Context: an optimization exercise on an open-source flow, tuned for small area. The choices shown serve that exercise and are no tape-out recipe.
Only simulation tests tie the RTL to the original design; equivalence was not proved.
No activity file was given, so power comes from the tool's default toggle rates.

==> flow/design.v <==
package memoria_dados_pkg;
  localparam int DATA_WIDTH = 16;
  localparam int ADDR_WIDTH = 16;
  localparam int NUM_WORDS = 128;
  localparam int WORD_INDEX_BITS = $clog2(NUM_WORDS);
  typedef logic [DATA_WIDTH-1:0] word_t;
  typedef logic [ADDR_WIDTH-1:0] addr_t;
  typedef logic [WORD_INDEX_BITS-1:0] idx_t;
endpackage
module decod_endereco_dados
(
  input  memoria_dados_pkg::addr_t endereco,
  output memoria_dados_pkg::idx_t  indice
);
  assign indice = endereco[memoria_dados_pkg::WORD_INDEX_BITS:1];
endmodule
module celula_escrita
(
  input  logic esc_n,
  input  logic dado_n,
  input  logic ret_n,
  input  logic q_n,
  output logic y_n
);
  assign y_n = (esc_n | dado_n) & (ret_n | q_n);
endmodule
module leitura_par
(
  input  logic [1:0] sel_n,
  input  logic [1:0] q_n,
  output logic       y
);
  assign y = ~((sel_n[0] | q_n[0]) & (sel_n[1] | q_n[1]));
endmodule
module nao_e
(
  input  logic a,
  input  logic b,
  output logic y
);
  assign y = ~(a & b);
endmodule
module ou16
(
  input  logic [15:0] a,
  output logic        y
);
  assign y = |a;
endmodule
module ou4
(
  input  logic [3:0] a,
  output logic       y
);
  assign y = |a;
endmodule
module memoria_dados
(
  input  logic                     clock,
  input  logic                     reset_n,
  input  logic                     permisao_escrita,
  input  logic                     permisao_leitura,
  input  memoria_dados_pkg::addr_t endereco,
  input  memoria_dados_pkg::word_t dado_escrita,
  output memoria_dados_pkg::word_t dado_leitura
);
  localparam int NW = memoria_dados_pkg::NUM_WORDS;
  localparam int DW = memoria_dados_pkg::DATA_WIDTH;
  localparam int IB = memoria_dados_pkg::WORD_INDEX_BITS;
  localparam int NB = 8;
  localparam int NA = NW / NB;
  memoria_dados_pkg::idx_t indice;
  memoria_dados_pkg::word_t mem_n_q [NW];
  memoria_dados_pkg::word_t mem_n_d [NW];
  memoria_dados_pkg::word_t dado_n;
  logic valido_q;
  decod_endereco_dados u_decod (
    .endereco(endereco),
    .indice(indice)
  );
  always_ff @(posedge clock or negedge reset_n) begin
    if (!reset_n) valido_q <= 1'b0;
    else if (permisao_escrita) valido_q <= 1'b1;
  end
  logic [NB-1:0] esc_baixo;
  logic [NB-1:0] leit_baixo;
  logic [NA-1:0] alto;
  always_comb begin
    for (int j = 0; j < NB; j++) begin
      esc_baixo[j]  = permisao_escrita && indice[2:0] == j[2:0];
      leit_baixo[j] = permisao_leitura && valido_q && indice[2:0] == j[2:0];
    end
    for (int k = 0; k < NA; k++) alto[k] = indice[IB-1:3] == k[IB-4:0];
  end
  logic [NW-1:0] esc_n;
  logic [NW-1:0] ret_n;
  logic [NW-1:0] sel_n;
  for (genvar i = 0; i < NW; i++) begin : g_linha
    nao_e u_esc (.a(esc_baixo[i % NB]), .b(alto[i / NB]), .y(esc_n[i]));
    nao_e u_ret (.a(valido_q), .b(esc_n[i]), .y(ret_n[i]));
    nao_e u_sel (.a(leit_baixo[i % NB]), .b(alto[i / NB]), .y(sel_n[i]));
  end
  assign dado_n = ~dado_escrita;
  for (genvar i = 0; i < NW; i++) begin : g_pal
    for (genvar b = 0; b < DW; b++) begin : g_bit
      celula_escrita u_cel (
        .esc_n(esc_n[i]),
        .dado_n(dado_n[b]),
        .ret_n(ret_n[i]),
        .q_n(mem_n_q[i][b]),
        .y_n(mem_n_d[i][b])
      );
    end
  end
  always_ff @(posedge clock) begin
    for (int i = 0; i < NW; i++) mem_n_q[i] <= mem_n_d[i];
  end
  for (genvar b = 0; b < DW; b++) begin : g_leit
    logic [NW/2-1:0]  par;
    logic [NW/32-1:0] n2;
    for (genvar p = 0; p < NW/2; p++) begin : g_par
      leitura_par u_par (
        .sel_n(sel_n[2*p +: 2]),
        .q_n({mem_n_q[2*p+1][b], mem_n_q[2*p][b]}),
        .y(par[p])
      );
    end
    for (genvar g = 0; g < NW/32; g++) begin : g_n2
      ou16 u_n2 (.a(par[16*g +: 16]), .y(n2[g]));
    end
    ou4 u_fim (.a(n2), .y(dado_leitura[b]));
  end
endmodule
==> flow/config.mk <==
export PLATFORM = sky130hd
export DESIGN_NAME = memoria_dados
export DESIGN_NICKNAME = memoria_dados
export VERILOG_FILES = /design/flow/design.v
export SDC_FILE = /design/flow/constraint.sdc
export NUM_CORES = 4
export LEC_CHECK = 0
export CAP_MARGIN = 30
export CORE_MARGIN = 2
export CORE_UTILIZATION = 70
export CTS_BUF_LIST = sky130_fd_sc_hd__clkbuf_8
export CTS_CLUSTER_DIAMETER = 80
export CTS_CLUSTER_SIZE = 16
export PLACE_DENSITY = 0.8
export SLEW_MARGIN = 20
export SYNTH_HIERARCHICAL = 1
export SYNTH_MINIMUM_KEEP_SIZE = 0
==> flow/constraint.sdc <==
create_clock -name core_clock -period 12.0 [get_ports {clock}]
set_input_delay 2.4000 -clock core_clock [delete_from_list [all_inputs] [get_ports {clock}]]
set_output_delay 2.4000 -clock core_clock [all_outputs]
set_load 0.01 [all_outputs]
run.sh (not shown) runs the stock make flow with config.mk's settings and CLKGATE_MAP_FILE= SYNTH_SCRIPT=/design/flow/synth_recipe.tcl, a recipe that flattens the netlist after the stock synthesis.
The baseline passed the timing, DRC and antenna checks.
Change:
Settings changed: CORE_UTILIZATION 70 to 60, GPL_TIMING_DRIVEN from default to 0, PLACE_DENSITY 0.8 to 0.75.
Total power increases by 0.31%.
Cell count increases by 3.0%.
Clock power hardly moves.
Utilization decreases by 9.9 points.
Cell area increases by 1.3%.
Routed wire length increases by 1.9%.
Via count decreases by 1.4%.
Die area increases by 16%.
Worst setup slack gets better by 170 ps.
Sequential power barely changes.

[separate check: timing with driven ports]
The results above use ideal ports. As a check the final layouts listed here were re-extracted and re-timed, cells and wires unchanged. Step 1 sets driving cells, clkbuf_16 on the clock port and buf_2 on the other inputs (assumed; they add their load-dependent delay and slew). Step 2 adds t to the input delays and takes it off the output delays; t is the mean of the earliest and latest rising clock arrival at the registers after step 1. Input paths then give back, and output paths get back, about the clock's delay inside the block. a / b / c = ideal / step 1 / step 2; a / b = the first two.
run | t, ns | slack for setup (ns) | worst setup path after step 2 | worst register clock-pin slew, ns | worst data-port slew with drivers (ns)
the first run | 0.933 | 1.831 / 1.806 / 1.806 | input to output | 0.11 / 0.11 | 0.09
the second run | 0.937 | 1.999 / 1.970 / 1.970 | input to output | 0.11 / 0.11 | 0.14
After both steps every run listed still meets setup and hold. For the second run, which loses most, drivers alone change the setup slack by -0.029 ns; drivers and shift together by -0.029 ns.
